What follows belongs to an exercise in optimizing a design on an open flow for small area and a short achievable clock period; a production flow would make more cautious choices. In this exercise RTL edits were held to simulation tests only and were not proved equivalent to the original. Power figures rest on the tool's default switching activity, not on a simulated workload.

==> design/flow/design.v <==
`default_nettype none
package text_video_pkg;
  localparam int H_VISIBLE = 64;
  localparam int H_FRONT   = 4;
  localparam int H_SYNC    = 8;
  localparam int H_BACK    = 4;
  localparam int H_TOTAL   = H_VISIBLE + H_FRONT + H_SYNC + H_BACK;
  localparam int V_VISIBLE = 32;
  localparam int V_FRONT   = 2;
  localparam int V_SYNC    = 3;
  localparam int V_BACK    = 3;
  localparam int V_TOTAL   = V_VISIBLE + V_FRONT + V_SYNC + V_BACK;
  localparam int HCOUNT_W = 7;
  localparam int VCOUNT_W = 7;
  localparam int GLYPH_W   = 8;
  localparam int GLYPH_H   = 16;
  localparam int TEXT_COLS = 8;
  localparam int TEXT_ROWS = 2;
  localparam int BYTE_W      = 8;
  localparam int CHAR_BYTES  = TEXT_COLS * TEXT_ROWS;
  localparam int CHAR_ADDR_W = 4;
  localparam int GLYPHS      = 16;
  localparam int FONT_BYTES  = GLYPHS * GLYPH_H;
  localparam int FONT_ADDR_W = 8;
  localparam int PIXEL_LATENCY = 4;
  localparam logic [3:0] FG_RED   = 4'hf;
  localparam logic [3:0] FG_GREEN = 4'hf;
  localparam logic [3:0] FG_BLUE  = 4'h0;
  localparam logic [3:0] BG_RED   = 4'h2;
  localparam logic [3:0] BG_GREEN = 4'h0;
  localparam logic [3:0] BG_BLUE  = 4'h8;
  typedef enum logic [7:0] {
    OP_NONE       = 8'h00,
    OP_LOAD_FONT  = 8'h80,
    OP_LOAD_CHARS = 8'h82
  } cmd_opcode_e;
  typedef enum logic [1:0] {
    CMD_IDLE      = 2'd0,
    CMD_FONT_DATA = 2'd1,
    CMD_CHAR_DATA = 2'd2
  } cmd_state_e;
endpackage
`default_nettype wire
`timescale 1ns/1ps
`default_nettype none
import text_video_pkg::*;
module sync_timer
(
  input  logic                                clk,
  input  logic                                rst_n,
  output logic [text_video_pkg::HCOUNT_W-1:0] hcount,
  output logic [text_video_pkg::VCOUNT_W-1:0] vcount,
  output logic                                line_visible,
  output logic                                frame_visible,
  output logic                                hsync,
  output logic                                vsync
);
  logic h_last;
  logic v_last;
  assign h_last = (hcount == HCOUNT_W'(H_TOTAL - 1));
  assign v_last = (vcount == VCOUNT_W'(V_TOTAL - 1));
  always_ff @(posedge clk or negedge rst_n)
  begin
    if (!rst_n)
    begin
      hcount <= '0;
      vcount <= '0;
    end
    else if (h_last)
    begin
      hcount <= '0;
      if (v_last)
        vcount <= '0;
      else
        vcount <= vcount + 1'b1;
    end
    else
      hcount <= hcount + 1'b1;
  end
  assign line_visible  = (hcount < HCOUNT_W'(H_VISIBLE));
  assign frame_visible = (vcount < VCOUNT_W'(V_VISIBLE));
  assign hsync = !((hcount >= HCOUNT_W'(H_VISIBLE + H_FRONT)) &&
                   (hcount <  HCOUNT_W'(H_VISIBLE + H_FRONT + H_SYNC)));
  assign vsync = !((vcount >= VCOUNT_W'(V_VISIBLE + V_FRONT)) &&
                   (vcount <  VCOUNT_W'(V_VISIBLE + V_FRONT + V_SYNC)));
endmodule
`default_nettype wire
`timescale 1ns/1ps
`default_nettype none
import text_video_pkg::*;
module cmd_decoder
(
  input  logic                                   clk,
  input  logic                                   rst_n,
  input  logic                                   cmd_valid,
  input  logic [text_video_pkg::BYTE_W-1:0]      cmd_data,
  output logic                                   font_we,
  output logic [text_video_pkg::FONT_ADDR_W-1:0] font_waddr,
  output logic [text_video_pkg::BYTE_W-1:0]      font_wdata,
  output logic                                   font_acc,
  output logic [text_video_pkg::FONT_ADDR_W-1:0] font_acc_addr,
  output logic                                   char_we,
  output logic [text_video_pkg::CHAR_ADDR_W-1:0] char_waddr,
  output logic [text_video_pkg::BYTE_W-1:0]      char_wdata,
  output logic                                   bad_cmd
);
  text_video_pkg::cmd_state_e state;
  logic [FONT_ADDR_W-1:0] byte_cnt;
  logic                   last_font;
  logic                   last_char;
  logic [FONT_ADDR_W-1:0] wr_addr;
  logic [BYTE_W-1:0]      wr_data;
  assign last_font = (byte_cnt == FONT_ADDR_W'(FONT_BYTES - 1));
  assign last_char = (byte_cnt == FONT_ADDR_W'(CHAR_BYTES - 1));
  always_ff @(posedge clk or negedge rst_n)
  begin
    if (!rst_n)
    begin
      state    <= CMD_IDLE;
      byte_cnt <= '0;
      font_we  <= 1'b0;
      char_we  <= 1'b0;
      bad_cmd  <= 1'b0;
    end
    else
    begin
      font_we <= 1'b0;
      char_we <= 1'b0;
      if (cmd_valid)
      begin
        case (state)
          CMD_IDLE:
          begin
            byte_cnt <= '0;
            case (cmd_data)
              OP_LOAD_FONT:  state <= CMD_FONT_DATA;
              OP_LOAD_CHARS: state <= CMD_CHAR_DATA;
              default:       bad_cmd <= 1'b1;
            endcase
          end
          CMD_FONT_DATA:
          begin
            font_we  <= 1'b1;
            byte_cnt <= byte_cnt + 1'b1;
            if (last_font)
              state <= CMD_IDLE;
          end
          CMD_CHAR_DATA:
          begin
            char_we  <= 1'b1;
            byte_cnt <= byte_cnt + 1'b1;
            if (last_char)
              state <= CMD_IDLE;
          end
          default: state <= CMD_IDLE;
        endcase
      end
    end
  end
  always_ff @(posedge clk)
  begin
    if (cmd_valid)
    begin
      wr_addr <= byte_cnt;
      wr_data <= cmd_data;
    end
  end
  assign font_acc      = cmd_valid && (state == CMD_FONT_DATA);
  assign font_acc_addr = byte_cnt;
  assign font_waddr = wr_addr;
  assign font_wdata = wr_data;
  assign char_waddr = wr_addr[CHAR_ADDR_W-1:0];
  assign char_wdata = wr_data;
endmodule
`default_nettype wire
`timescale 1ns/1ps
`default_nettype none
import text_video_pkg::*;
module text_mem
#(
  parameter int DEPTH  = text_video_pkg::CHAR_BYTES,
  parameter int ADDR_W = text_video_pkg::CHAR_ADDR_W
)
(
  input  logic                              clk,
  input  logic                              we,
  input  logic [ADDR_W-1:0]                 waddr,
  input  logic [text_video_pkg::BYTE_W-1:0] wdata,
  input  logic [ADDR_W-1:0]                 raddr,
  output logic [text_video_pkg::BYTE_W-1:0] rdata
);
  logic [BYTE_W-1:0] mem [DEPTH];
  always_ff @(posedge clk)
  begin
    if (we)
      mem[waddr] <= wdata;
  end
  assign rdata = mem[raddr];
endmodule
module font_mem
(
  input  logic       clk,
  input  logic       rst_n,
  input  logic       acc,
  input  logic [7:0] acc_addr,
  input  logic [7:0] acc_data,
  input  logic       we,
  input  logic [7:0] waddr,
  input  logic [7:0] wdata,
  input  logic [3:0] row,
  output logic [31:0] taps,
  output logic [1:0]  tap_bit,
  input  logic [7:0] chk_addr,
  output logic       chk_hit,
  output logic [7:0] chk_data
);
  logic [1:0] phi;
  logic [2047:0] ring;
  assign tap_bit = 2'd3 - phi;
  always_ff @(posedge clk)
    phi <= phi + 2'd1;
  logic       r_pend [4];
  logic [1:0] r_cnt  [4];
  logic [5:0] r_addr [4];
  logic [7:0] r_data [4];
  logic       r_act  [4];
  logic       r_xlo  [4];
  logic       r_xhi  [4];
  logic [7:0] r_hi   [4];
  logic [7:0] r_lo   [4];
  for (genvar s = 0; s < 4; s++) begin : g_rslot
    logic       load;
    logic [7:0] nd;
    assign load = acc && (acc_addr[1:0] == 2'(s)) && (acc_addr != 8'd0);
    assign nd   = load ? acc_data : r_data[s];
    always_ff @(posedge clk or negedge rst_n) begin
      if (!rst_n)
        r_pend[s] <= 1'b0;
      else
        r_pend[s] <= load;
    end
    always_ff @(posedge clk) begin
      if (load) begin
        r_addr[s] <= acc_addr[7:2];
        r_data[s] <= acc_data;
      end
      if (r_pend[s])
        r_cnt[s] <= 2'd3;
      else if (r_cnt[s] != 2'd0)
        r_cnt[s] <= r_cnt[s] - 2'd1;
      r_xlo[s] <= nd[2'd2 - phi];
      r_xhi[s] <= nd[{1'b1, 2'd2 - phi}];
    end
    assign r_act[s] = r_pend[s] || (r_cnt[s] != 2'd0);
    assign r_hi[s]  = 8'(1) << r_addr[s][5:3];
    assign r_lo[s]  = 8'(1) << r_addr[s][2:0];
  end
  logic       z_now;
  logic       z_pend;
  logic [1:0] z_cnt;
  logic [7:0] z_data;
  logic [7:0] z_ed;
  logic       z_act;
  assign z_now = z_pend;
  always_ff @(posedge clk or negedge rst_n) begin
    if (!rst_n)
      z_pend <= 1'b0;
    else
      z_pend <= acc && (acc_addr == 8'd0);
  end
  assign z_act = z_now || (z_cnt != 2'd0);
  assign z_ed  = z_now ? wdata : z_data;
  always_ff @(posedge clk) begin
    if (z_now) begin
      z_data <= wdata;
      z_cnt  <= 2'd3;
    end
    else if (z_cnt != 2'd0)
      z_cnt <= z_cnt - 2'd1;
  end
  for (genvar a = 0; a < 256; a++) begin : g_byte
    localparam int S = a % 4;
    logic ins;
    logic xlo;
    logic xhi;
    if (a == 0) begin : g_zero
      assign ins = z_act;
      assign xlo = z_ed[tap_bit];
      assign xhi = z_ed[{1'b1, tap_bit}];
    end
    else begin : g_other
      assign ins = r_act[S] && r_hi[S][a / 32] && r_lo[S][(a / 4) % 8];
      assign xlo = r_xlo[S];
      assign xhi = r_xhi[S];
    end
    always_ff @(posedge clk) begin
      ring[8*a+1 +: 3] <= ring[8*a +: 3];
      ring[8*a+5 +: 3] <= ring[8*a+4 +: 3];
      ring[8*a]        <= ins ? xlo : ring[8*a+3];
      ring[8*a+4]      <= ins ? xhi : ring[8*a+7];
    end
  end
  for (genvar g = 0; g < 16; g++) begin : g_tap
    logic [1:0] rowbits [16];
    for (genvar r = 0; r < 16; r++) begin : g_r
      assign rowbits[r] = {ring[8*(16*g+r)+7], ring[8*(16*g+r)+3]};
    end
    assign taps[2*g +: 2] = rowbits[row];
  end
  always_comb begin
    if (chk_addr == 8'd0) begin
      chk_hit  = z_act;
      chk_data = z_ed;
    end
    else begin
      chk_hit  = r_act[chk_addr[1:0]] && (r_addr[chk_addr[1:0]] == chk_addr[7:2]);
      chk_data = r_data[chk_addr[1:0]];
    end
  end
endmodule
`default_nettype wire
`timescale 1ns/1ps
`default_nettype none
import text_video_pkg::*;
module glyph_pixel_gen
(
  input  logic                                   clk,
  input  logic                                   rst_n,
  input  logic [text_video_pkg::HCOUNT_W-1:0]    hcount,
  input  logic [text_video_pkg::VCOUNT_W-1:0]    vcount,
  input  logic                                   line_visible,
  input  logic                                   frame_visible,
  input  logic                                   hsync_in,
  input  logic                                   vsync_in,
  output logic [text_video_pkg::CHAR_ADDR_W-1:0] char_raddr,
  input  logic [text_video_pkg::BYTE_W-1:0]      char_rdata,
  input  logic                                   char_we,
  input  logic [text_video_pkg::CHAR_ADDR_W-1:0] char_waddr,
  input  logic [text_video_pkg::BYTE_W-1:0]      char_wdata,
  output logic [3:0]                             font_row,
  input  logic [31:0]                            font_taps,
  input  logic [1:0]                             font_tap_bit,
  output logic [text_video_pkg::FONT_ADDR_W-1:0] font_chk_addr,
  input  logic                                   font_chk_hit,
  input  logic [text_video_pkg::BYTE_W-1:0]      font_chk_data,
  output logic [3:0]                             red,
  output logic [3:0]                             green,
  output logic [3:0]                             blue,
  output logic                                   hsync,
  output logic                                   vsync,
  output logic                                   de
);
  logic [2:0]             phase;
  logic [CHAR_ADDR_W-1:0] fetch_col;
  logic [VCOUNT_W-1:0]    fetch_line;
  logic [VCOUNT_W-1:0]    next_line;
  logic [CHAR_ADDR_W-1:0] fetch_q;
  logic [3:0]             row_q;
  logic [3:0]             code_pre;
  logic [3:0]             code;
  logic [3:0]             code_q;
  logic [CHAR_ADDR_W-1:0] fetch_addr;
  logic [31:0]            taps_q;
  logic [1:0]             tap_bit_q;
  logic [1:0]             gbits;
  logic [GLYPH_W-1:0]     snap;
  logic [GLYPH_W-1:0]     merged;
  logic                   ov_valid;
  logic [GLYPH_W-1:0]     ov_data;
  logic [GLYPH_W-1:0]     pix_shift;
  logic [PIXEL_LATENCY-2:0] vis_pipe;
  logic [PIXEL_LATENCY-2:0] hs_pipe;
  logic [PIXEL_LATENCY-2:0] vs_pipe;
  assign phase = hcount[2:0];
  assign next_line = (vcount == VCOUNT_W'(V_TOTAL - 1)) ? '0 : vcount + 1'b1;
  always_comb
  begin
    if (hcount == HCOUNT_W'(H_TOTAL - 3))
    begin
      fetch_col  = '0;
      fetch_line = next_line;
    end
    else
    begin
      fetch_col  = CHAR_ADDR_W'(hcount / GLYPH_W + 1);
      fetch_line = vcount;
    end
  end
  assign fetch_addr    = CHAR_ADDR_W'((fetch_line / GLYPH_H) * TEXT_COLS + fetch_col);
  assign char_raddr    = fetch_addr;
  assign code          = (char_we && (char_waddr == fetch_q)) ? char_wdata[3:0] : code_pre;
  assign font_row      = row_q;
  assign font_chk_addr = {(phase == 3'd6) ? code : code_q, row_q};
  assign gbits         = taps_q[2*code_q +: 2];
  always_comb
  begin
    merged = snap;
    merged[{1'b1, tap_bit_q}] = gbits[1];
    merged[{1'b0, tap_bit_q}] = gbits[0];
  end
  always_ff @(posedge clk)
  begin
    if (phase == 3'd5)
    begin
      fetch_q    <= fetch_addr;
      code_pre   <= (char_we && (char_waddr == fetch_addr)) ? char_wdata[3:0] : char_rdata[3:0];
      row_q      <= fetch_line[3:0];
    end
    if (phase == 3'd6)
      code_q <= code;
    taps_q    <= font_taps;
    tap_bit_q <= font_tap_bit;
    if (phase == 3'd6)
    begin
      ov_valid <= font_chk_hit;
      ov_data  <= font_chk_data;
    end
    else if (phase == 3'd0 && font_chk_hit)
    begin
      ov_valid <= 1'b1;
      ov_data  <= font_chk_data;
    end
    snap <= merged;
    if (phase == 3'd2)
      pix_shift <= ov_valid ? ov_data : merged;
    else
      pix_shift <= pix_shift << 1;
  end
  always_ff @(posedge clk or negedge rst_n)
  begin
    if (!rst_n)
    begin
      vis_pipe <= '0;
      hs_pipe  <= '1;
      vs_pipe  <= '1;
      de       <= 1'b0;
      hsync    <= 1'b1;
      vsync    <= 1'b1;
      red      <= 4'h0;
      green    <= 4'h0;
      blue     <= 4'h0;
    end
    else
    begin
      vis_pipe <= {vis_pipe[PIXEL_LATENCY-3:0], line_visible & frame_visible};
      hs_pipe  <= {hs_pipe[PIXEL_LATENCY-3:0], hsync_in};
      vs_pipe  <= {vs_pipe[PIXEL_LATENCY-3:0], vsync_in};
      de       <= vis_pipe[PIXEL_LATENCY-2];
      hsync    <= hs_pipe[PIXEL_LATENCY-2];
      vsync    <= vs_pipe[PIXEL_LATENCY-2];
      if (!vis_pipe[PIXEL_LATENCY-2])
        {red, green, blue} <= 12'h000;
      else if (pix_shift[GLYPH_W-1])
        {red, green, blue} <= {FG_RED, FG_GREEN, FG_BLUE};
      else
        {red, green, blue} <= {BG_RED, BG_GREEN, BG_BLUE};
    end
  end
endmodule
`default_nettype wire
`timescale 1ns/1ps
`default_nettype none
import text_video_pkg::*;
module text_video_top
(
  input  logic                              clk,
  input  logic                              rst_n,
  input  logic                              cmd_valid,
  input  logic [text_video_pkg::BYTE_W-1:0] cmd_data,
  output logic                              hsync,
  output logic                              vsync,
  output logic                              de,
  output logic [3:0]                        red,
  output logic [3:0]                        green,
  output logic [3:0]                        blue,
  output logic                              bad_cmd
);
  logic [HCOUNT_W-1:0]    hcount;
  logic [VCOUNT_W-1:0]    vcount;
  logic                   line_visible;
  logic                   frame_visible;
  logic                   raw_hsync;
  logic                   raw_vsync;
  logic                   font_we;
  logic [FONT_ADDR_W-1:0] font_waddr;
  logic [BYTE_W-1:0]      font_wdata;
  logic                   font_acc;
  logic [FONT_ADDR_W-1:0] font_acc_addr;
  logic [3:0]             font_row;
  logic [31:0]            font_taps;
  logic [1:0]             font_tap_bit;
  logic [FONT_ADDR_W-1:0] font_chk_addr;
  logic                   font_chk_hit;
  logic [BYTE_W-1:0]      font_chk_data;
  logic                   char_we;
  logic [CHAR_ADDR_W-1:0] char_waddr;
  logic [BYTE_W-1:0]      char_wdata;
  logic [CHAR_ADDR_W-1:0] char_raddr;
  logic [BYTE_W-1:0]      char_rdata;
  sync_timer timer_i (.clk, .rst_n, .hcount, .vcount, .line_visible, .frame_visible,
                      .hsync(raw_hsync), .vsync(raw_vsync));
  cmd_decoder decoder_i (.clk, .rst_n, .cmd_valid, .cmd_data, .font_we, .font_waddr,
                         .font_wdata, .font_acc, .font_acc_addr, .char_we, .char_waddr,
                         .char_wdata, .bad_cmd);
  font_mem glyph_mem_i (
    .clk, .rst_n, .acc(font_acc), .acc_addr(font_acc_addr), .acc_data(cmd_data),
    .we(font_we), .waddr(font_waddr), .wdata(font_wdata), .row(font_row),
    .taps(font_taps), .tap_bit(font_tap_bit), .chk_addr(font_chk_addr),
    .chk_hit(font_chk_hit), .chk_data(font_chk_data));
  text_mem #(.DEPTH(CHAR_BYTES), .ADDR_W(CHAR_ADDR_W)) char_mem_i (
    .clk, .we(char_we), .waddr(char_waddr), .wdata(char_wdata),
    .raddr(char_raddr), .rdata(char_rdata));
  glyph_pixel_gen pixel_gen_i (.clk, .rst_n, .hcount, .vcount, .line_visible,
                               .frame_visible, .hsync_in(raw_hsync), .vsync_in(raw_vsync),
                               .char_raddr, .char_rdata, .char_we, .char_waddr, .char_wdata,
                               .font_row, .font_taps, .font_tap_bit, .font_chk_addr,
                               .font_chk_hit, .font_chk_data,
                               .red, .green, .blue, .hsync, .vsync, .de);
endmodule
`default_nettype wire
==> design/flow/run.sh <==
#!/bin/bash
# synth_recipe.tcl (not shown) runs the flow's synth.tcl, then flattens the netlist and writes it again
# the make line also repeats each setting of config.mk as NAME=value (left out here)
make -C /OpenROAD-flow-scripts/flow DESIGN_CONFIG=/design/flow/config.mk WORK_HOME=/design/flow/orfs CLKGATE_MAP_FILE= SYNTH_SCRIPT=/design/flow/synth_recipe.tcl finish
==> design/flow/config.mk <==
export PLATFORM = sky130hd
export DESIGN_NAME = text_video_top
export DESIGN_NICKNAME = text_video_top
export VERILOG_FILES = /design/flow/design.v
export SDC_FILE = /design/flow/constraint.sdc
export NUM_CORES = 4
export LEC_CHECK = 0
export CAP_MARGIN = 20
export CORE_MARGIN = 2
export CORE_UTILIZATION = 60
export CTS_CLUSTER_DIAMETER = 100
export CTS_CLUSTER_SIZE = 30
export SETUP_SLACK_MARGIN = 1.9
export SLEW_MARGIN = 20
==> design/flow/constraint.sdc <==
create_clock -name core_clock -period 4.5 [get_ports {clk}]
set_input_delay 0.9000 -clock core_clock [delete_from_list [all_inputs] [get_ports {clk}]]
set_output_delay 0.9000 -clock core_clock [all_outputs]
set_load 0.01 [all_outputs]
==> results of run 1 <==
==> cell families (layout without fill, tap and decap cells) <==
logic type                 count (synthesis)  in the layout  synth area share [%]
DFF                                     2327           2327                  76.1
and+or+nand+nor                          659            659                  4.95
muxes                                    649            649                  12.2
AOI/OAI and AO/OA                        382            382                  4.40
buffers and inverters                    214            309                  1.39
adders and majority gates                 29             29                 0.575
xor gates and xnor gates                  29             29                 0.444
other                                      1              3               0.00594
==> area by class of cell <==
class	count	area (µm²)
clock buffer	104	2330
clock inverter	3	48.8
fill	7848	36500
timing repair buffer	159	1340
multi-input combinational	1751	14700
sequential	2327	48100
inverter	43	161
tap	1391	1740
==> synth_stat cells (all sizes together), types with 25 or more instances <==
cell | instances | share of area [%]
o22a | 32 | 0.44
ha | 29 | 0.57
nand2 | 221 | 1.3
a22o | 27 | 0.37
nand3 | 56 | 0.45
clkbuf | 127 | 0.76
buf | 44 | 0.38
nor2 | 195 | 1.2
a221oi | 25 | 0.35
a22oi | 174 | 2.1
mux2i | 47 | 0.75
mux4 | 36 | 1.3
dfxtp | 2161 | 69
a21oi | 52 | 0.42
inv | 41 | 0.24
mux2 | 566 | 10
edfxtp | 121 | 5.8
nand4 | 47 | 0.49
o21ai | 32 | 0.25
dfrtp | 37 | 1.5
==> layer usage <==
metal,global-route usage (%),share of wire [%],vias up
met5,0,0.0088,-
met3,4.14,5.9,200
met4,7.56,2.7,2
li1,-,-,14800
met1,40.1,47,15800
met2,42.2,44,875
==> worst paths after layout <==
kind                                     startpoint                     end  slack [ns]  depth (start not counted)
max                        glyph_mem_i.r_addr[1][2]    glyph_mem_i.ring[76]        1.89                          4
min                                           rst_n       timer_i.hcount[2]        0.11                          1
max reg2reg                glyph_mem_i.r_addr[1][2]    glyph_mem_i.ring[76]        1.89                          4
min reg2reg                  glyph_mem_i.ring[1372]  glyph_mem_i.ring[1373]        0.31                          0
max in group asynchronous                     rst_n   glyph_mem_i.r_pend[0]        3.64                          2
min in group core_clock      glyph_mem_i.ring[1372]  glyph_mem_i.ring[1373]        0.31                          0
==> metrics by stage <==
| step | std cells | hold slack (ns) |
|---|---|---|
| 2_1_floorplan | 4292 | 0.310 |
| 3_3_place_gp | 5597 | 0.310 |
| 3_5_place_dp | 5598 | 0.312 |
| 4_1_cts | 5754 | 0.0810 |
| 5_1_grt | 5778 | 0.115 |
| 6_report | 5778 | 0.109 |
==> timing repair <==
item / 4_1_cts / 5_1_grt
resized for setup: 37 / 43
pin swaps: 14 / 10
buffers inserted: 49 / 24
endpoints found under the setup margin: 144 / 150
==> report_power, final <==
group	internal, µW	switching, µW	leakage, µW	total, µW
clock	3710	5870	0.00116	9580
sequential	21800	734	0.0191	22500
combinational	730	1300	0.00673	2030
==> flip-flops by register name, summed over array words and instances, names as in the netlist, 8 cells and up <==
signal and flops:
pixel_gen_i.pix_shift 8, glyph_mem_i.z_data 8, glyph_mem_i.ring 2048, glyph_mem_i.r_data 32, glyph_mem_i.r_cnt 8, char_mem_i.mem 64
pixel_gen_i.ov_data 8, glyph_mem_i.r_addr 24, decoder_i.wr_data 8, pixel_gen_i.taps_q 32, decoder_i.byte_cnt 8, pixel_gen_i.snap 8
==> critical path, cell delays in order (launching register included) <==
cell      delay, ns
edfxtp_1       0.72
nor2_1         0.35
nand2_1        0.46
nor2_1         0.54
mux2_2         0.40
==> flow_metrics.env, run 1 <==
export IMPL_leakagePower_uw=0.0270
export IMPL_drc=0
export IMPL_slew_violations=0
export IMPL_crit_path_start_kind="register"
export IMPL_async_flop_share_pct=1.93
export IMPL_endpoint_kind="register"
export IMPL_grt_pass1_wl_um=212000
export IMPL_path_clk_slew_ns=0.11
export IMPL_cts_tree="yes"
export IMPL_setup_viol=0
export IMPL_fp_dieArea_um2=108000
export IMPL_path_max_fanout=15
export IMPL_die_w_um=328
export IMPL_postSynthCellCount=4290
export IMPL_grt_ovfl_total=0
export IMPL_avgViaCountPerCell=5.49
export IMPL_coreArea_um2=105000
export IMPL_antenna_found_initial=3
export IMPL_place_gp_congestion=0.850
export IMPL_ys_seq_area_share_pct=76.1
export IMPL_final_common_cell="dfxtp_1"
export IMPL_post_drt_wl_per_cell_um=25.7
export IMPL_holdBufCountCts=0
export IMPL_dp_slack_ns=1.04
export IMPL_grt_pass1_vias=30700
export IMPL_setup_slack_ns=1.89
export IMPL_final_area_um2=68400
export IMPL_period_share_pct=58.0
export IMPL_rows=119
export IMPL_ys_seq_elements=2327
export IMPL_synth_avg_cell_area_um2=14.7
export IMPL_n_antenna_cell=0
export IMPL_ys_warn_count=30
export IMPL_synth_cell_types=74
export IMPL_relSlewSlack_pct=24.9
export IMPL_dp_hpwl_um=97600
export IMPL_cts_buffers=87
export IMPL_first_pass_iters=5
export IMPL_clock_latency_ns=0.73
export IMPL_pin_count=27
export IMPL_power_density_nw_per_um2=500
export IMPL_outcome="timing/DRC/antenna clean"
export IMPL_tightest_slew_ns=1.13
export IMPL_crit_arrival_ns=3.21
export IMPL_ys_flop_type="dfxtp_1"
export IMPL_final_cell_mix="2151 x dfxtp_1, 552 x mux2_2, 218 x nand2_1"
export IMPL_htreeDepth=3
export IMPL_p_total_uw=34200
export IMPL_grtUsageTotal_pct=27.3
export IMPL_drt_iter0_markers=2701
export IMPL_placed_cell_area_um2=65100
export IMPL_fin_setup_tns_ns=0
export IMPL_final_util_pct=65.2
export IMPL_fin_skew_ns=0.0418
export IMPL_clock_root_buffer="clkbuf_16"
export IMPL_grt_max_degree=49
export IMPL_hold_path_class="primary input to async pin"
export IMPL_crit_type="register to register"
export IMPL_max_cap_violations=0
export IMPL_required_ns=5.10
export IMPL_layout_drive_gt1_share_pct=21.6
export IMPL_wirelength_um=148000
export IMPL_cts_buffer_depth=3
export IMPL_nNetsFinal=4409
export IMPL_min_period_ns=2.61
export IMPL_areaGrowthSynthToFinish_pct=8.24
export IMPL_synth_area_um2=63100
export IMPL_rsz0062_at_grt="yes"
export IMPL_max_freq_ghz=0.383
export IMPL_hold_violations=0
export IMPL_synth_edf_count=121
export IMPL_port_buffers=23
export IMPL_cts_sinks=2327
export IMPL_antenna_left=0
export IMPL_initial_core_util_pct=60.2
export IMPL_num_vias=31700
export IMPL_die_h_um=328
export IMPL_ir_drop_mv=0.403
==> run 2, diff against run 1 <==
--- a/design/flow/design.v
+++ b/design/flow/design.v
@@ -102,2 +102,4 @@
   output logic                                   char_we,
+  output logic                                   char_acc,
+  output logic [text_video_pkg::CHAR_ADDR_W-1:0] char_acc_addr,
   output logic [text_video_pkg::CHAR_ADDR_W-1:0] char_waddr,
@@ -169,2 +171,4 @@
   assign font_acc_addr = byte_cnt;
+  assign char_acc      = cmd_valid && (state == CMD_CHAR_DATA);
+  assign char_acc_addr = byte_cnt[CHAR_ADDR_W-1:0];
   assign font_waddr = wr_addr;
@@ -339,2 +343,5 @@
   input  logic [text_video_pkg::BYTE_W-1:0]      char_wdata,
+  input  logic                                   char_acc,
+  input  logic [text_video_pkg::CHAR_ADDR_W-1:0] char_acc_addr,
+  input  logic [text_video_pkg::BYTE_W-1:0]      cmd_data,
   output logic [3:0]                             font_row,
@@ -356,7 +363,10 @@
   logic [VCOUNT_W-1:0]    next_line;
-  logic [CHAR_ADDR_W-1:0] fetch_q;
   logic [3:0]             row_q;
   logic [3:0]             code_pre;
+  logic                   code_hit;
+  logic [3:0]             code_new;
   logic [3:0]             code;
-  logic [3:0]             code_q;
+  logic                   ph6;
+  logic                   ph0;
+  logic                   ph2;
   logic [CHAR_ADDR_W-1:0] fetch_addr;
@@ -390,6 +400,6 @@
   assign char_raddr    = fetch_addr;
-  assign code          = (char_we && (char_waddr == fetch_q)) ? char_wdata[3:0] : code_pre;
+  assign code          = code_hit ? code_new : code_pre;
   assign font_row      = row_q;
-  assign font_chk_addr = {(phase == 3'd6) ? code : code_q, row_q};
-  assign gbits         = taps_q[2*code_q +: 2];
+  assign font_chk_addr = {code, row_q};
+  assign gbits         = taps_q[2*code +: 2];
   always_comb
@@ -400,2 +410,20 @@
   end
+  always_ff @(posedge clk or negedge rst_n)
+  begin
+    if (!rst_n)
+    begin
+      code_hit <= 1'b0;
+      ph6      <= 1'b0;
+      ph0      <= 1'b1;
+      ph2      <= 1'b0;
+    end
+    else
+    begin
+      if (phase == 3'd5)
+        code_hit <= char_acc && (char_acc_addr == fetch_addr);
+      ph6 <= (phase == 3'd5);
+      ph0 <= (phase == 3'd7);
+      ph2 <= (phase == 3'd1);
+    end
+  end
   always_ff @(posedge clk)
@@ -403,4 +431,5 @@
     if (phase == 3'd5)
+      code_new <= cmd_data[3:0];
+    if (phase == 3'd5)
     begin
-      fetch_q    <= fetch_addr;
       code_pre   <= (char_we && (char_waddr == fetch_addr)) ? char_wdata[3:0] : char_rdata[3:0];
@@ -408,7 +437,5 @@
     end
-    if (phase == 3'd6)
-      code_q <= code;
     taps_q    <= font_taps;
     tap_bit_q <= font_tap_bit;
-    if (phase == 3'd6)
+    if (ph6)
     begin
@@ -417,3 +444,3 @@
     end
-    else if (phase == 3'd0 && font_chk_hit)
+    else if (ph0 && font_chk_hit)
     begin
@@ -423,3 +450,3 @@
     snap <= merged;
-    if (phase == 3'd2)
+    if (ph2)
       pix_shift <= ov_valid ? ov_data : merged;
@@ -495,2 +522,4 @@
   logic                   char_we;
+  logic                   char_acc;
+  logic [CHAR_ADDR_W-1:0] char_acc_addr;
   logic [CHAR_ADDR_W-1:0] char_waddr;
@@ -502,3 +531,3 @@
   cmd_decoder decoder_i (.clk, .rst_n, .cmd_valid, .cmd_data, .font_we, .font_waddr,
-                         .font_wdata, .font_acc, .font_acc_addr, .char_we, .char_waddr,
+                         .font_wdata, .font_acc, .font_acc_addr, .char_we, .char_acc, .char_acc_addr, .char_waddr,
                          .char_wdata, .bad_cmd);
@@ -515,2 +544,3 @@
                                .char_raddr, .char_rdata, .char_we, .char_waddr, .char_wdata,
+                               .char_acc, .char_acc_addr, .cmd_data,
                                .font_row, .font_taps, .font_tap_bit, .font_chk_addr,
==> run 2 against run 1 <==
Flip-flop and latch count did not move; sequential power hardly changed; die area increased by 1.0%; largest cell class unchanged; critical path type unchanged; count of clock-buffer cells in the layout is 5 lower; still clean; highest routed layer unchanged; synthesized area grew 1.0%.
==> flow_metrics.env, run 2 <==
export IMPL_synth_most_common_cell="dfxtp_1"
export IMPL_clock_latency_ns=0.73
export IMPL_power_density_nw_per_um2=493
export IMPL_outcome="timing/DRC/antenna clean"
export IMPL_wirelength_um=169000
export IMPL_antenna_left=0
export IMPL_port_buffers=23
export IMPL_synth_area_um2=63800
export IMPL_largest_register="glyph_mem_i.ring"
export IMPL_rows=119
export IMPL_pin_count=27
export IMPL_grt_max_degree=65
export IMPL_period_share_pct=58.3
export IMPL_cts_sinks=2327
export IMPL_min_period_ns=2.62
export IMPL_ff_latch_area_um2=48100
export IMPL_initial_core_util_pct=60.5
export IMPL_yosysTopAreaCell="dfxtp_1"
export IMPL_max_freq_ghz=0.381
export IMPL_cts_tree="yes"
export IMPL_drc=0
export IMPL_first_pass_iters=8
export IMPL_layout_drive_gt1_share_pct=21.7
export IMPL_htreeDepth=3
export IMPL_required_ns=5.12
export IMPL_relSlewSlack_pct=22.6
export IMPL_ys_flop_type="dfxtp_1"
export IMPL_antenna_found_initial=13
export IMPL_grt_pass1_wl_um=236000
export IMPL_dp_slack_ns=1.04
export IMPL_fin_skew_ns=0.0264
export IMPL_final_cell_mix="2149 x dfxtp_1, 585 x mux2_2, 231 x nor2_1"
export IMPL_fin_setup_tns_ns=0
export IMPL_synthTopCellsByCount="2157 x dfxtp_1, 585 x mux2_2, 245 x nor2_1"
export IMPL_dp_cells=5701
export IMPL_synth_edf_count=121
export IMPL_cts_buffers=87
export IMPL_r2r_start="glyph_mem_i.r_addr[1][1]"
export IMPL_coreArea_um2=105000
export IMPL_layoutNonFillerInstCount=5873
export IMPL_synth_avg_cell_area_um2=14.5
export IMPL_synth_cell_types=82
export IMPL_areaGrowthSynthToFinish_pct=8.18
export IMPL_grt_ovfl_total=0
export IMPL_largest_reg_flops=2048
export IMPL_ir_drop_mv=0.391
export IMPL_tightest_slew_ns=1.16
export IMPL_synth_top_area_share_pct=67.7
export IMPL_max_cap_violations=0
export IMPL_hold_path_class="primary input to async pin"
export IMPL_crit_arrival_ns=3.24
export IMPL_async_flop_share_pct=2.11
export IMPL_p_total_uw=34000
export IMPL_drt_iter0_markers=3188
export IMPL_dp_hpwl_um=110000
export IMPL_largestRegisters="glyph_mem_i.ring x2048, char_mem_i.mem x64"
export IMPL_ys_seq_elements=2327
export IMPL_grtUsageTotal_pct=30.7
export IMPL_avgViaCountPerCell=5.73
export IMPL_path_clk_slew_ns=0.11
export IMPL_ys_seq_area_share_pct=75.3
export IMPL_endpoint_kind="register"
export IMPL_grt_pass1_vias=32100
export IMPL_setup_slack_ns=1.88
export IMPL_post_drt_wl_per_cell_um=28.8
export IMPL_cp_startpoint="glyph_mem_i.r_addr[1][1]"
export IMPL_nNetsFinal=4503
export IMPL_setup_viol=0
export IMPL_crit_type="register to register"
export IMPL_hold_violations=0
export IMPL_die_w_um=330
export IMPL_num_vias=33600
export IMPL_path_max_fanout=11
export IMPL_die_h_um=330
export IMPL_leakagePower_uw=0.0274
export IMPL_fill_cells=7802
export IMPL_final_common_cell="dfxtp_1"
export IMPL_slew_violations=0
export IMPL_place_gp_congestion=0.888
export IMPL_clock_root_buffer="clkbuf_16"
export IMPL_crit_path_start_kind="register"
export IMPL_rsz0062_at_grt="yes"
export IMPL_postSynthCellCount=4401
export IMPL_multi_input_area_um2=15200
export IMPL_ys_warn_count=30
export IMPL_hold_ws_ns=0.283
export IMPL_cts_buffer_depth=3
export IMPL_synthTopCellsByArea="dfxtp_1 68%, mux2_2 10%, edfxtp_1 5.7%"
export IMPL_fp_dieArea_um2=109000
-- run 2: worst paths after layout --
| path | cells after the start | slack (ns) | end |
|---|---|---|---|
| setup / recovery | 4 | 1.88 | glyph_mem_i.ring[1416] |
| hold / removal | 2 | 0.28 | decoder_i.state[1] |
| setup reg to reg | 4 | 1.88 | glyph_mem_i.ring[1416] |
| hold reg to reg | 0 | 0.31 | glyph_mem_i.ring[1335] |
| max in group asynchronous | 2 | 3.70 | timer_i.hcount[5] |
| min in group core_clock | 0 | 0.31 | glyph_mem_i.ring[1335] |
-- run 2: stage by stage --
step           util (%)  instance area, µm²
2_1_floorplan         -               63800
3_3_place_gp       62.3               65700
3_5_place_dp       62.3               65700
4_1_cts            65.2               68700
5_1_grt            65.5               69000
6_report           65.5               69000
-- run 2: repair_timing --
item	in CTS	in global routing
setup buffers	44	15
hold buffers	0	0
pin swaps	9	8
gates resized for setup	57	29
gates cloned	3	3
setup endpoints to repair	176	123
-- run 2: layout make-up --
| class | instances | share of cell area [%] |
|---|---|---|
| sequential | 2327 | 69.7 |
| clock inverter | 5 | 0.0924 |
| antenna | 3 | 0.0109 |
| tap | 1391 | 2.52 |
| inverter | 51 | 0.279 |
| clock buffer | 99 | 3.31 |
| multi-input combinational | 1843 | 22.0 |
| timing repair buffer | 154 | 2.11 |
-- run 2: cell families after synthesis --
family	after synthesis	share of synthesized area, %
buf+inv	236	1.50
flops	2327	75.3
simple gates	707	5.16
other cells	1	0.00588
mux	649	12.1
xor+xnor	27	0.406
fa+ha+maj	28	0.549
compound gates	426	4.99
-- run 2: worst max-delay path: stages, from the launching register on --
cell and delay, ns:
edfxtp_1 0.75, buf_4 0.31, nor3b_1 0.83, nand2_1 0.28, mux2_2 0.35
-- run 2: report_power, final --
part	leakage, µW	internal [µW]	switching, µW
Combinational	0.00708	699	1140
Sequential	0.0191	21700	856
Clock	0.00116	3690	5920
Total	0.0274	26100	7920
-- run 2: layer usage --
layer / global-route usage (%) / vias to the layer above / share of wire [%]
met5: 0 / - / 0.011
met4: 11.7 / 2 / 4.4
met3: 4.13 / 323 / 6.9
met2: 48.1 / 1188 / 45
met1: 43.7 / 16900 / 44
li1: - / 15200 / -
==> run 3, diff against run 2 <==
--- a/design/flow/config.mk
+++ b/design/flow/config.mk
@@ -12,3 +12,3 @@
 export CTS_CLUSTER_SIZE = 30
-export SETUP_SLACK_MARGIN = 1.9
+export SETUP_SLACK_MARGIN = 2.1
 export SLEW_MARGIN = 20
==> run 3 against run 2 <==
First-iteration DRC count decreased by 2.4%; sequential share of layout area fell by 1.1 points; largest power group unchanged; count of clock-buffer cells in the layout unchanged; routed wire length decreased by 1.8%; still clean; largest cell class unchanged; critical path type unchanged.
==> flow_metrics.env, run 3 <==
export IMPL_synth_cell_types=82
export IMPL_post_drt_wl_per_cell_um=27.8
export IMPL_antenna_left=0
export IMPL_port_buffers=23
export IMPL_grt_pass1_vias=32100
export IMPL_final_common_cell="dfxtp_1"
export IMPL_coreArea_um2=105000
export IMPL_crit_arrival_ns=3.16
export IMPL_postSynthCellCount=4401
export IMPL_final_cell_mix="2149 x dfxtp_1, 583 x mux2_2, 231 x nor2_1"
export IMPL_r2r_start="pixel_gen_i.code_pre[0]"
export IMPL_synthTopCellsByArea="dfxtp_1 68%, mux2_2 10%, edfxtp_1 5.7%"
export IMPL_clkPwrFrac_pct=28.0
export IMPL_cp_startpoint="pixel_gen_i.code_pre[0]"
export IMPL_crit_path_start_kind="register"
export IMPL_rows=119
export IMPL_fin_skew_ns=0.0386
export IMPL_ir_drop_mv=0.456
export IMPL_place_gp_congestion=0.860
export IMPL_holdBufCountCts=0
export IMPL_ys_flop_type="dfxtp_1"
export IMPL_largest_reg_flops=2048
export IMPL_endpoint_kind="register"
export IMPL_cts_buffer_depth=3
export IMPL_dp_cells=5714
export IMPL_min_period_ns=2.54
export IMPL_ys_warn_count=30
export IMPL_comb_power_share_pct=6.1
export IMPL_max_cap_violations=0
export IMPL_htreeDepth=3
export IMPL_avgViaCountPerCell=5.70
export IMPL_p_sw_share_pct=23.3
export IMPL_seqPwrFrac_pct=65.9
export IMPL_pin_count=27
export IMPL_slew_violations=0
export IMPL_grt_max_degree=54
export IMPL_largestRegisters="glyph_mem_i.ring x2048, char_mem_i.mem x64"
export IMPL_multi_input_area_um2=15500
export IMPL_relSlewSlack_pct=16.8
export IMPL_die_w_um=330
export IMPL_crit_type="register to register"
export IMPL_rsz0062_at_grt="yes"
export IMPL_yosysTopAreaCell="dfxtp_1"
export IMPL_wirelength_um=166000
export IMPL_ys_seq_area_share_pct=75.3
export IMPL_synth_top_area_share_pct=67.7
export IMPL_clock_latency_ns=0.73
export IMPL_ff2ff_path_depth=7
export IMPL_path_clk_slew_ns=0.12
export IMPL_hold_violations=0
export IMPL_setup_viol=0
export IMPL_fp_dieArea_um2=109000
export IMPL_r2r_setup_slack_ns=1.96
export IMPL_cts_tree="yes"
export IMPL_path_max_fanout=8
export IMPL_period_share_pct=56.4
export IMPL_synthTopCellsByCount="2157 x dfxtp_1, 585 x mux2_2, 245 x nor2_1"
export IMPL_async_flop_share_pct=2.11
export IMPL_synth_area_um2=63800
export IMPL_outcome="timing/DRC/antenna clean"
export IMPL_antenna_found_initial=2
export IMPL_nNetsFinal=4596
export IMPL_first_pass_iters=6
export IMPL_power_density_nw_per_um2=485
export IMPL_required_ns=5.12
export IMPL_hold_path_class="primary input to async pin"
export IMPL_internal_power_uw=26100
export IMPL_fill_cells=7767
export IMPL_fin_setup_tns_ns=0
export IMPL_max_freq_ghz=0.394
export IMPL_tightest_slew_ns=1.24
export IMPL_ys_seq_elements=2327
export IMPL_cts_buffers=87
export IMPL_grt_pass1_wl_um=234000
export IMPL_switchingPower_uw=7920
export IMPL_drt_iter0_markers=3112
export IMPL_leakagePower_uw=0.0280
export IMPL_layoutNonFillerInstCount=5963
export IMPL_die_h_um=330
export IMPL_clock_root_buffer="clkbuf_16"
export IMPL_cts_sinks=2327
export IMPL_initial_core_util_pct=60.5
export IMPL_ff_latch_area_um2=48100
export IMPL_grtUsageTotal_pct=30.3
export IMPL_synth_most_common_cell="dfxtp_1"
export IMPL_synth_avg_cell_area_um2=14.5
export IMPL_areaGrowthSynthToFinish_pct=9.92
export IMPL_drc=0
export IMPL_n_antenna_cell=0
export IMPL_dp_hpwl_um=109000
export IMPL_num_vias=34000
export IMPL_r2r_end="pixel_gen_i.snap[2]"
export IMPL_layout_drive_gt1_share_pct=24.3
export IMPL_largest_register="glyph_mem_i.ring"
export IMPL_grt_ovfl_total=0
export IMPL_synth_edf_count=121
[run 3: logic make-up after synthesis]
group	count (synthesis)	share of synthesized area, %
buf+inv	236	1.50
mux	649	12.1
simple gates	707	5.16
fa+ha+maj	28	0.549
xor+xnor	27	0.406
compound gates	426	4.99
other cells	1	0.00588
flops	2327	75.3
[run 3: worst max-delay path by stage]
stage / to / slack [ns] / cells after the start
2_1_floorplan: pixel_gen_i.code_pre[2] / 2.08 / 8
3_3_place_gp: glyph_mem_i.r_xlo[0] / 1.11 / 6
3_5_place_dp: glyph_mem_i.r_xlo[0] / 1.06 / 6
4_1_cts: glyph_mem_i.ring[1728] / 1.99 / 8
5_1_grt: pixel_gen_i.snap[2] / 1.94 / 7
6_report: pixel_gen_i.snap[2] / 1.96 / 7
[run 3: through the flow]
step	setup WS, ns	power, µW	hold slack (ns)	util [%]	area [µm²]
floorplan	2.08	23700	0.310	-	63900
global placement	1.11	24800	0.309	62.4	65800
detailed placement	1.06	24800	0.312	62.4	65800
CTS	1.99	34100	0.128	65.9	69500
global route	1.94	35100	0.140	66.5	70100
finish	1.96	34000	0.136	66.5	70100
[run 3: repair_timing]
action	4_1_cts	5_1_grt
pin swaps	25	41
gates cloned	2	3
endpoints found under the setup margin	389	181
buffers inserted	101	39
hold endpoints to repair	0	0
gates resized for setup	112	97
[run 3: per-layer routing]
metal | vias up | track usage, % | wire [µm] | share of wire (%)
met5 | - | 0 | 13 | 0.0078
met4 | 2 | 11.0 | 7090 | 4.3
met3 | 311 | 4.35 | 10200 | 6.1
met2 | 1127 | 47.6 | 74500 | 45
met1 | 17200 | 43.1 | 74200 | 45
li1 | 15400 | - | - | -
[run 3: power groups by stage]
stage	combinational, µW	sequential (µW)	clock [µW]
3_3_place_gp	1860	22900	0
4_1_cts	1990	22400	9710
6_report	2060	22400	9540
5_1_grt	2170	22500	10400
2_1_floorplan	1310	22400	0
3_5_place_dp	1890	22900	0
[run 3: area by class of cell]
class                           count  share of cell area, %
Clock buffer                       99                   3.26
Timing Repair Buffer              248                   3.25
Multi-Input combinational cell   1842                   22.1
Clock inverter                      5                 0.0696
Sequential cell                  2327                   68.6
Inverter                           51                  0.280
Tap cell                         1391                   2.48
[run 3: critical path, cell delays in order, from the launching register on]
cell,delay [ns]
edfxtp_1,0.47
mux2_4,0.40
buf_12,0.16
mux4_2,0.49
mux2i_4,0.25
a221oi_4,0.13
a32oi_1,0.27
a21bo_2,0.24
==> run 4, diff against run 3 <==
--- a/design/flow/design.v
+++ b/design/flow/design.v
@@ -101,2 +101,3 @@
   output logic [text_video_pkg::FONT_ADDR_W-1:0] font_acc_addr,
+  output logic [4:0]                             font_acc_slot,
   output logic                                   char_we,
@@ -110,2 +111,4 @@
   logic [FONT_ADDR_W-1:0] byte_cnt;
+  logic [FONT_ADDR_W-1:0] byte_cnt_inc;
+  logic [4:0]             cnt_slot;
   logic                   last_font;
@@ -161,2 +164,15 @@
   end
+  assign byte_cnt_inc = byte_cnt + 1'b1;
+  always_ff @(posedge clk or negedge rst_n)
+  begin
+    if (!rst_n)
+      cnt_slot <= 5'b10000;
+    else if (cmd_valid)
+    begin
+      if (state == CMD_IDLE)
+        cnt_slot <= 5'b10000;
+      else if (state == CMD_FONT_DATA || state == CMD_CHAR_DATA)
+        cnt_slot <= (byte_cnt_inc == '0) ? 5'b10000 : {1'b0, 4'(1) << byte_cnt_inc[1:0]};
+    end
+  end
   always_ff @(posedge clk)
@@ -171,2 +187,3 @@
   assign font_acc_addr = byte_cnt;
+  assign font_acc_slot = cnt_slot;
   assign char_acc      = cmd_valid && (state == CMD_CHAR_DATA);
@@ -210,2 +227,3 @@
   input  logic [7:0] acc_data,
+  input  logic [4:0] acc_slot,
   input  logic       we,
@@ -213,3 +231,3 @@
   input  logic [7:0] wdata,
-  input  logic [3:0] row,
+  input  logic [15:0] row_sel,
   output logic [31:0] taps,
@@ -217,2 +235,3 @@
   input  logic [7:0] chk_addr,
+  input  logic       chk_zero,
   output logic       chk_hit,
@@ -227,3 +246,4 @@
   logic [1:0] r_cnt  [4];
-  logic [5:0] r_addr [4];
+  logic [2:0] r_hi3  [4];
+  logic [7:0] r_lo   [4];
   logic [7:0] r_data [4];
@@ -233,3 +253,2 @@
   logic [7:0] r_hi   [4];
-  logic [7:0] r_lo   [4];
   for (genvar s = 0; s < 4; s++) begin : g_rslot
@@ -237,3 +256,3 @@
     logic [7:0] nd;
-    assign load = acc && (acc_addr[1:0] == 2'(s)) && (acc_addr != 8'd0);
+    assign load = acc && acc_slot[s];
     assign nd   = load ? acc_data : r_data[s];
@@ -247,3 +266,4 @@
       if (load) begin
-        r_addr[s] <= acc_addr[7:2];
+        r_hi3[s]  <= acc_addr[7:5];
+        r_lo[s]   <= 8'(1) << acc_addr[4:2];
         r_data[s] <= acc_data;
@@ -258,4 +278,3 @@
     assign r_act[s] = r_pend[s] || (r_cnt[s] != 2'd0);
-    assign r_hi[s]  = 8'(1) << r_addr[s][5:3];
-    assign r_lo[s]  = 8'(1) << r_addr[s][2:0];
+    assign r_hi[s]  = 8'(1) << r_hi3[s];
   end
@@ -272,3 +291,3 @@
     else
-      z_pend <= acc && (acc_addr == 8'd0);
+      z_pend <= acc && acc_slot[4];
   end
@@ -309,8 +328,11 @@
     for (genvar r = 0; r < 16; r++) begin : g_r
-      assign rowbits[r] = {ring[8*(16*g+r)+7], ring[8*(16*g+r)+3]};
+      assign rowbits[r] = {ring[8*(16*g+r)+7], ring[8*(16*g+r)+3]} & {2{row_sel[r]}};
     end
-    assign taps[2*g +: 2] = rowbits[row];
+    assign taps[2*g +: 2] = rowbits[0]  | rowbits[1]  | rowbits[2]  | rowbits[3]  |
+                            rowbits[4]  | rowbits[5]  | rowbits[6]  | rowbits[7]  |
+                            rowbits[8]  | rowbits[9]  | rowbits[10] | rowbits[11] |
+                            rowbits[12] | rowbits[13] | rowbits[14] | rowbits[15];
   end
   always_comb begin
-    if (chk_addr == 8'd0) begin
+    if (chk_zero) begin
       chk_hit  = z_act;
@@ -319,3 +341,4 @@
     else begin
-      chk_hit  = r_act[chk_addr[1:0]] && (r_addr[chk_addr[1:0]] == chk_addr[7:2]);
+      chk_hit  = r_act[chk_addr[1:0]] && (r_hi3[chk_addr[1:0]] == chk_addr[7:5]) &&
+                 r_lo[chk_addr[1:0]][chk_addr[4:2]];
       chk_data = r_data[chk_addr[1:0]];
@@ -347,2 +370,3 @@
   output logic [3:0]                             font_row,
+  output logic [15:0]                            font_row_sel,
   input  logic [31:0]                            font_taps,
@@ -350,2 +374,3 @@
   output logic [text_video_pkg::FONT_ADDR_W-1:0] font_chk_addr,
+  output logic                                   font_chk_zero,
   input  logic                                   font_chk_hit,
@@ -364,4 +389,7 @@
   logic [3:0]             row_q;
+  logic [15:0]            row_oh;
   logic [3:0]             code_pre;
   logic                   code_hit;
+  logic                   zero_pre;
+  logic                   zero_new;
   logic [3:0]             code_new;
@@ -402,3 +430,5 @@
   assign font_row      = row_q;
+  assign font_row_sel  = row_oh;
   assign font_chk_addr = {code, row_q};
+  assign font_chk_zero = code_hit ? zero_new : zero_pre;
   assign gbits         = taps_q[2*code +: 2];
@@ -435,3 +465,7 @@
       code_pre   <= (char_we && (char_waddr == fetch_addr)) ? char_wdata[3:0] : char_rdata[3:0];
+      zero_pre   <= (((char_we && (char_waddr == fetch_addr)) ? char_wdata[3:0] : char_rdata[3:0]) == 4'd0) &&
+                    (fetch_line[3:0] == 4'd0);
+      zero_new   <= (cmd_data[3:0] == 4'd0) && (fetch_line[3:0] == 4'd0);
       row_q      <= fetch_line[3:0];
+      row_oh     <= 16'(1) << fetch_line[3:0];
     end
@@ -515,3 +549,5 @@
   logic [FONT_ADDR_W-1:0] font_acc_addr;
+  logic [4:0]             font_acc_slot;
   logic [3:0]             font_row;
+  logic [15:0]            font_row_sel;
   logic [31:0]            font_taps;
@@ -519,2 +555,3 @@
   logic [FONT_ADDR_W-1:0] font_chk_addr;
+  logic                   font_chk_zero;
   logic                   font_chk_hit;
@@ -531,8 +568,8 @@
   cmd_decoder decoder_i (.clk, .rst_n, .cmd_valid, .cmd_data, .font_we, .font_waddr,
-                         .font_wdata, .font_acc, .font_acc_addr, .char_we, .char_acc, .char_acc_addr, .char_waddr,
+                         .font_wdata, .font_acc, .font_acc_addr, .font_acc_slot, .char_we, .char_acc, .char_acc_addr, .char_waddr,
                          .char_wdata, .bad_cmd);
   font_mem glyph_mem_i (
-    .clk, .rst_n, .acc(font_acc), .acc_addr(font_acc_addr), .acc_data(cmd_data),
-    .we(font_we), .waddr(font_waddr), .wdata(font_wdata), .row(font_row),
-    .taps(font_taps), .tap_bit(font_tap_bit), .chk_addr(font_chk_addr),
+    .clk, .rst_n, .acc(font_acc), .acc_addr(font_acc_addr), .acc_data(cmd_data), .acc_slot(font_acc_slot),
+    .we(font_we), .waddr(font_waddr), .wdata(font_wdata), .row_sel(font_row_sel),
+    .taps(font_taps), .tap_bit(font_tap_bit), .chk_addr(font_chk_addr), .chk_zero(font_chk_zero),
     .chk_hit(font_chk_hit), .chk_data(font_chk_data));
@@ -545,3 +582,3 @@
                                .char_acc, .char_acc_addr, .cmd_data,
-                               .font_row, .font_taps, .font_tap_bit, .font_chk_addr,
+                               .font_row, .font_row_sel, .font_taps, .font_tap_bit, .font_chk_addr, .font_chk_zero,
                                .font_chk_hit, .font_chk_data,
--- a/design/flow/config.mk
+++ b/design/flow/config.mk
@@ -12,3 +12,3 @@
 export CTS_CLUSTER_SIZE = 30
-export SETUP_SLACK_MARGIN = 2.1
+export SETUP_SLACK_MARGIN = 2.2
 export SLEW_MARGIN = 20
==> run 4 against run 3 <==
Maximum frequency down 7.5%; synthesized cell count down 0.89%; first-iteration DRC count down 9.8%; largest cell class unchanged.
==> flow_metrics.env, run 4 <==
export IMPL_path_cells="ha_4 -> xor2_4 -> buf_12 -> buf_6 -> nand2_2 -> a2bb2oi_1 -> a32o_2 -> a2111oi_4 -> a2111oi_4 -> nor3_2 -> nor4b_2"
export IMPL_synth_edf_count=159
export IMPL_synth_most_common_cell="dfxtp_1"
export IMPL_htreeDepth=3
export IMPL_initial_core_util_pct=60.5
export IMPL_p_total_uw=37700
export IMPL_post_drt_wl_per_cell_um=27.4
export IMPL_p_sw_share_pct=24.0
export IMPL_crit_slowest_cell="dfrtp_4"
export IMPL_r2r_setup_slack_ns=1.76
export IMPL_hold_violations=0
export IMPL_pin_count=27
export IMPL_cts_tree="yes"
export IMPL_largestRegisters="glyph_mem_i.ring x2048, char_mem_i.mem x64"
export IMPL_synth_top_area_share_pct=66.8
export IMPL_grt_pass1_vias=32000
export IMPL_postSynthCellCount=4362
export IMPL_layout_drive_gt1_share_pct=23.3
export IMPL_ys_flop_type="dfxtp_1"
export IMPL_ys_warn_count=30
export IMPL_r2r_start="timer_i.hcount[3]"
export IMPL_drt_iter0_markers=2807
export IMPL_r2r_end="pixel_gen_i.zero_pre"
export IMPL_ys_seq_elements=2370
export IMPL_layoutNonFillerInstCount=5865
export IMPL_switchingPower_uw=9060
export IMPL_avgViaCountPerCell=5.66
export IMPL_power_density_nw_per_um2=534
export IMPL_rsz0062_at_grt="yes"
export IMPL_coreArea_um2=107000
export IMPL_seqPwrFrac_pct=66.4
export IMPL_synth_xor_xnor_area_share_pct=0.354
export IMPL_relSlewSlack_pct=20.6
export IMPL_clock_root_buffer="clkbuf_16"
export IMPL_path_clk_slew_ns=0.12
export IMPL_synth_cell_types=81
export IMPL_crit_path_start_kind="register"
export IMPL_crit_buf_inv=2
export IMPL_synthMuxAreaShare_pct=11.3
export IMPL_largest_register="glyph_mem_i.ring"
export IMPL_drc=0
export IMPL_port_buffers=23
export IMPL_ff2ff_path_depth=11
export IMPL_required_ns=4.98
export IMPL_crit_type="register to register"
export IMPL_dp_cells=5675
export IMPL_internal_power_uw=28700
export IMPL_cts_buffers=89
export IMPL_clock_latency_ns=0.70
export IMPL_ys_seq_area_share_pct=76.3
export IMPL_wirelength_um=161000
export IMPL_first_pass_iters=6
export IMPL_max_stage_delay_ns=0.58
export IMPL_outcome="timing/DRC/antenna clean"
export IMPL_async_flop_share_pct=2.28
export IMPL_cp_top_family="compound AO/OA/AOI/OAI gates"
export IMPL_grt_pass1_wl_um=228000
export IMPL_hold_path_class="primary input to async pin"
export IMPL_fin_setup_tns_ns=0
export IMPL_synth_area_um2=64700
export IMPL_grt_max_degree=42
export IMPL_rows=120
export IMPL_synthTopCellsByCount="2157 x dfxtp_1, 572 x mux2_2, 343 x nand2_1"
export IMPL_num_vias=33200
export IMPL_final_common_cell="dfxtp_1"
export IMPL_largest_reg_flops=2048
export IMPL_min_period_ns=2.74
export IMPL_setup_viol=0
export IMPL_die_w_um=332
export IMPL_comb_power_share_pct=8.0
export IMPL_grt_ovfl_total=0
export IMPL_clkPwrFrac_pct=25.6
export IMPL_fp_dieArea_um2=110000
export IMPL_antenna_left=0
export IMPL_die_h_um=332
export IMPL_areaGrowthSynthToFinish_pct=9.26
export IMPL_tightest_slew_ns=1.19
export IMPL_setup_slack_ns=1.76
export IMPL_place_gp_congestion=0.878
export IMPL_endpoint_kind="register"
export IMPL_fin_skew_ns=0.0337
export IMPL_leakagePower_uw=0.0279
export IMPL_crit_arrival_ns=3.22
export IMPL_max_cap_violations=0
export IMPL_synth_fa_ha_area_share_pct=0.561
export IMPL_max_freq_ghz=0.365
export IMPL_ir_drop_mv=0.413
export IMPL_synth_compound_area_share_pct=5.49
export IMPL_yosysTopAreaCell="dfxtp_1"
export IMPL_antenna_found_initial=13
export IMPL_dp_slack_ns=0.976
export IMPL_synth_avg_cell_area_um2=14.8
export IMPL_placed_cell_area_um2=66700
export IMPL_dp_hpwl_um=96800
export IMPL_slew_violations=0
export IMPL_path_max_fanout=5
export IMPL_grtUsageTotal_pct=28.9
export IMPL_synthSimpleGateAreaFrac_pct=4.48
export IMPL_fill_cells=7861
export IMPL_synthTopCellsByArea="dfxtp_1 67%, mux2_2 10%, edfxtp_1 7.4%"
export IMPL_period_share_pct=60.9
export IMPL_cts_sinks=2370
export IMPL_final_cell_mix="2149 x dfxtp_1, 570 x mux2_2, 337 x nand2_1"
export IMPL_synth_top_family_by_area="multiplexers"
export IMPL_final_area_um2=70600
export IMPL_nNetsFinal=4484
export IMPL_cts_buffer_depth=3
export IMPL_crit_top_cell="a2111oi_4"
==> run 4: cell count changes after synthesis, sizes merged, moves of 13 or more <==
cell / change
nor2: -159
nand2: +122
a221oi: +105
a22oi: -95
a22o: +91
a21oi: -43
edfxtp: +38
a222oi: -22
nand4: +22
nand2b: +18
mux2: -15
nand3: -14
nand3b: -13
o22a: -13
==> run 4: routing by layer <==
metal  global-route usage (%)  part of all wire, %  vias to the layer above  wire length, µm
li1                         -                    -                    15200                -
met1                     41.5                   46                    16800            74700
met4                     10.5                  4.0                        2             6510
met5                        0               0.0075                        -               12
met2                     45.2                   45                      852            72100
met3                     3.74                  4.8                      268             7650
==> run 4: through the flow <==
stage,hold WS (ns),utilization (%)
after floorplan,0.310,-
after global placement,0.310,62.4
after detailed placement,0.312,62.4
after CTS,0.227,65.6
after global routing,0.274,66.1
final,0.230,66.1
==> run 4: layout make-up <==
cell class	instances	area, µm²	share of cell area (%)
Inverter	43	190	0.269
Clock buffer	103	2300	3.26
Timing Repair Buffer	182	1690	2.39
Clock inverter	5	67.6	0.0956
Tap cell	1403	1760	2.49
Multi-Input combinational cell	1758	15300	21.6
Sequential cell	2370	49400	69.9
Antenna cell	1	2.50	0.00354
==> run 4: repair_timing <==
item	4_1_cts	5_1_grt
cloned	6	1
pin swaps	40	38
hold buffers	0	0
setup endpoints to repair	367	149
gates resized for setup	162	69
setup buffers	53	21
==> run 4: cells by family (layout without fill, tap and decap cells) <==
logic type,count (synthesis),count (layout)
other,1,4
AND/OR/NAND/NOR,639,639
flip-flops,2370,2370
adder cells (fa/ha/maj),29,29
XOR/XNOR,24,24
buffers and inverters,239,333
multiplexers,625,626
AO/OA/AOI/OAI,435,437
==> run 4: power groups by stage <==
| stage | clock (µW) | sequential, µW | combinational [µW] |
|---|---|---|---|
| final | 9660 | 25100 | 3000 |
| after global routing | 10500 | 25300 | 3210 |
| after CTS | 9840 | 25100 | 3000 |
| after detailed placement | 0 | 25500 | 2930 |
| after global placement | 0 | 25500 | 2900 |
| after floorplan | 0 | 24600 | 2110 |
==> run 4: worst max-delay path by stage <==
| stage | startpoint | to | slack, ns | depth (start not counted) |
|---|---|---|---|---|
| finish | timer_i.hcount[3] | pixel_gen_i.zero_pre | 1.76 | 11 |
| global route | timer_i.hcount[3] | pixel_gen_i.zero_pre | 1.65 | 10 |
| CTS | timer_i.hcount[3] | pixel_gen_i.zero_pre | 1.78 | 9 |
| detailed placement | timer_i.hcount[3] | pixel_gen_i.zero_pre | 0.98 | 10 |
| global placement | timer_i.hcount[3] | pixel_gen_i.zero_pre | 1.04 | 9 |
| floorplan | timer_i.hcount[3] | pixel_gen_i.zero_pre | 1.89 | 11 |
==> run 5, diff against run 4 <==
--- a/design/flow/config.mk
+++ b/design/flow/config.mk
@@ -12,3 +12,3 @@
 export CTS_CLUSTER_SIZE = 30
-export SETUP_SLACK_MARGIN = 2.2
+export SETUP_SLACK_MARGIN = 2.4
 export SLEW_MARGIN = 20
==> run 5 against run 4 <==
Still clean on timing, DRC and antenna; worst setup slack improved by 0.0091 ns; maximum frequency is 0.33% higher; critical path depth unchanged; sequential power hardly changed; register-to-register slack barely moved; clock skew fell by 0.011 ns; critical endpoint unchanged; highest routed layer is now met4.
==> flow_metrics.env, run 5 <==
export IMPL_ys_seq_area_share_pct=76.3
export IMPL_fill_cells=7698
export IMPL_async_flop_share_pct=2.28
export IMPL_synth_avg_cell_area_um2=14.8
export IMPL_period_share_pct=60.7
export IMPL_internal_power_uw=28800
export IMPL_grt_ovfl_total=0
export IMPL_synth_edf_count=159
export IMPL_synth_area_um2=64700
export IMPL_crit_arrival_ns=3.21
export IMPL_outcome="timing/DRC/antenna clean"
export IMPL_cp_depth=11
export IMPL_fin_setup_tns_ns=0
export IMPL_first_pass_iters=5
export IMPL_grtUsageTotal_pct=29.3
export IMPL_path_clk_slew_ns=0.11
export IMPL_grt_pass1_wl_um=232000
export IMPL_cts_tree="yes"
export IMPL_leakagePower_uw=0.0284
export IMPL_synthTopCellsByArea="dfxtp_1 67%, mux2_2 10%, edfxtp_1 7.4%"
export IMPL_place_gp_congestion=0.873
export IMPL_final_util_pct=67.3
export IMPL_setup_viol=0
export IMPL_die_w_um=332
export IMPL_largest_reg_flops=2048
export IMPL_ys_warn_count=30
export IMPL_relSlewSlack_pct=29.6
export IMPL_crit_top_cell="buf_4"
export IMPL_seqPwrFrac_pct=66.0
export IMPL_ys_flop_type="dfxtp_1"
export IMPL_drt_iter0_markers=2819
export IMPL_coreArea_um2=107000
export IMPL_ff2ff_path_depth=11
export IMPL_nNetsFinal=4550
export IMPL_cts_buffer_depth=3
export IMPL_port_buffers=23
export IMPL_tightest_slew_ns=1.06
export IMPL_post_drt_wl_per_cell_um=27.7
export IMPL_antenna_left=0
export IMPL_grt_max_degree=50
export IMPL_cp_startpoint="timer_i.hcount[5]"
export IMPL_yosysTopAreaCell="dfxtp_1"
export IMPL_synth_top_area_share_pct=66.8
export IMPL_synthTopCellsByCount="2157 x dfxtp_1, 572 x mux2_2, 343 x nand2_1"
export IMPL_path_max_fanout=12
export IMPL_path_cells="buf_12 -> nor3b_2 -> buf_4 -> a21oi_4 -> buf_4 -> a311oi_1 -> o21ai_1 -> a221oi_2 -> a2111oi_2 -> nor3_2 -> nor4b_2"
export IMPL_synth_cell_types=81
export IMPL_max_stage_delay_ns=0.45
export IMPL_p_total_uw=38000
export IMPL_rows=120
export IMPL_rsz0062_at_grt="yes"
export IMPL_final_common_cell="dfxtp_1"
export IMPL_num_vias=33700
export IMPL_ys_seq_elements=2370
export IMPL_comb_power_share_pct=8.8
export IMPL_antenna_found_initial=6
export IMPL_layout_drive_gt1_share_pct=25.6
export IMPL_postSynthCellCount=4362
export IMPL_switchingPower_uw=9220
export IMPL_clkPwrFrac_pct=25.3
export IMPL_crit_type="register to register"
export IMPL_wirelength_um=164000
export IMPL_required_ns=4.97
export IMPL_max_freq_ghz=0.366
export IMPL_clock_latency_ns=0.72
export IMPL_cts_sinks=2370
export IMPL_cts_buffers=88
export IMPL_largest_register="glyph_mem_i.ring"
export IMPL_die_h_um=332
export IMPL_p_sw_share_pct=24.3
export IMPL_fin_skew_ns=0.0225
export IMPL_endpoint_kind="register"
export IMPL_fp_dieArea_um2=110000
export IMPL_drc=0
export IMPL_crit_path_start_kind="register"
export IMPL_htreeDepth=3
export IMPL_hold_path_class="primary input to async pin"
export IMPL_slew_violations=0
export IMPL_r2r_start="timer_i.hcount[5]"
export IMPL_hold_violations=0
export IMPL_power_density_nw_per_um2=528
export IMPL_cp_top_family="compound AO/OA/AOI/OAI gates"
export IMPL_avgViaCountPerCell=5.68
export IMPL_largestRegisters="glyph_mem_i.ring x2048, char_mem_i.mem x64"
export IMPL_max_cap_violations=0
export IMPL_clock_root_buffer="clkbuf_16"
export IMPL_min_period_ns=2.73
export IMPL_grt_pass1_vias=32800
export IMPL_dp_hpwl_um=98900
export IMPL_crit_slowest_cell="dfrtp_2"
export IMPL_initial_core_util_pct=60.5
export IMPL_synth_most_common_cell="dfxtp_1"
export IMPL_ir_drop_mv=0.362
export IMPL_final_cell_mix="2149 x dfxtp_1, 561 x mux2_2, 331 x nand2_1"
export IMPL_pin_count=27
export IMPL_crit_buf_inv=3
export IMPL_areaGrowthSynthToFinish_pct=11.2
==> run 5: cell type report <==
type	count	area, µm²	area share [%]
Antenna cell	6	15.0	0.0209
Clock buffer	106	2290	3.19
Clock inverter	3	37.5	0.0522
Inverter	43	200	0.278
Multi-Input combinational cell	1757	15700	21.9
Sequential cell	2370	49400	68.7
Tap cell	1403	1760	2.44
Timing Repair Buffer	250	2530	3.51
==> run 5: worst reg2reg max path, cell delays in order (launching register included) <==
cell       delay [ns]
dfrtp_2          0.45
buf_12           0.16
nor3b_2          0.16
buf_4            0.29
a21oi_4          0.16
buf_4            0.17
a311oi_1         0.24
o21ai_1          0.11
a221oi_2         0.31
a2111oi_2        0.10
nor3_2           0.27
nor4b_2          0.08
==> run 5: logic make-up after synthesis <==
family	count (synthesis)	share of synthesized area, %
simple gates	639	4.48
flops	2370	76.3
fa+ha+maj	29	0.561
buf+inv	239	1.51
xor+xnor	24	0.354
mux	625	11.3
compound gates	435	5.49
other cells	1	0.00580
==> run 5: what timing repair did <==
item	in CTS	in global routing
hold buffers	0	0
endpoints found under the setup margin	556	298
gates resized for setup	255	99
pin swaps	59	48
gates cloned	5	0
buffers inserted	112	30
==> run 5: power groups by stage <==
stage / Sequential, µW / Clock [µW] / Combinational (µW)
6_report: 25100 / 9600 / 3330
5_1_grt: 25300 / 10400 / 3520
4_1_cts: 25100 / 9760 / 3240
3_5_place_dp: 25500 / 0 / 3050
3_3_place_gp: 25400 / 0 / 3020
2_1_floorplan: 24600 / 0 / 2140
==> run 5: through the flow <==
step                      instances  area [µm²]  hold WS [ns]  setup slack (ns)
final                          5938       71900         0.181              1.77
after CTS                      5902       71100         0.169              1.81
after floorplan                4364       65000         0.310              1.89
after global placement         5676       66800         0.310              1.22
after global routing           5932       71900         0.202              1.62
after detailed placement       5676       66800         0.312              1.18
==> run 5: path summary, 6_finish.rpt <==
| kind | slack, ns | endpoint |
|---|---|---|
| worst max register to register | 1.77 | pixel_gen_i.zero_pre |
| max in group asynchronous | 3.38 | pixel_gen_i.code_hit |
| worst min register to register | 0.32 | glyph_mem_i.ring[166] |
| worst min-delay path | 0.18 | decoder_i.char_we |
| min in group core_clock | 0.32 | glyph_mem_i.ring[166] |
| worst max-delay path | 1.77 | pixel_gen_i.zero_pre |
==> run 5: layer usage <==
layer  vias to the layer above  wire length (µm)  global-route usage (%)
li1                      15400                 -                       -
met1                     17200             76000                    42.5
met2                       899             73700                    45.6
met3                       262              8420                    4.01
met4                         0              6140                    9.96
met5                         -                 0                       0

Setup slack of run 5, layout unchanged: 1.767 ns with ideal ports, 1.767 ns with driving cells assumed (clock clkbuf_16, inputs buf_2), 1.766 ns with port delays also shifted by the 0.780 ns mid clock arrival.
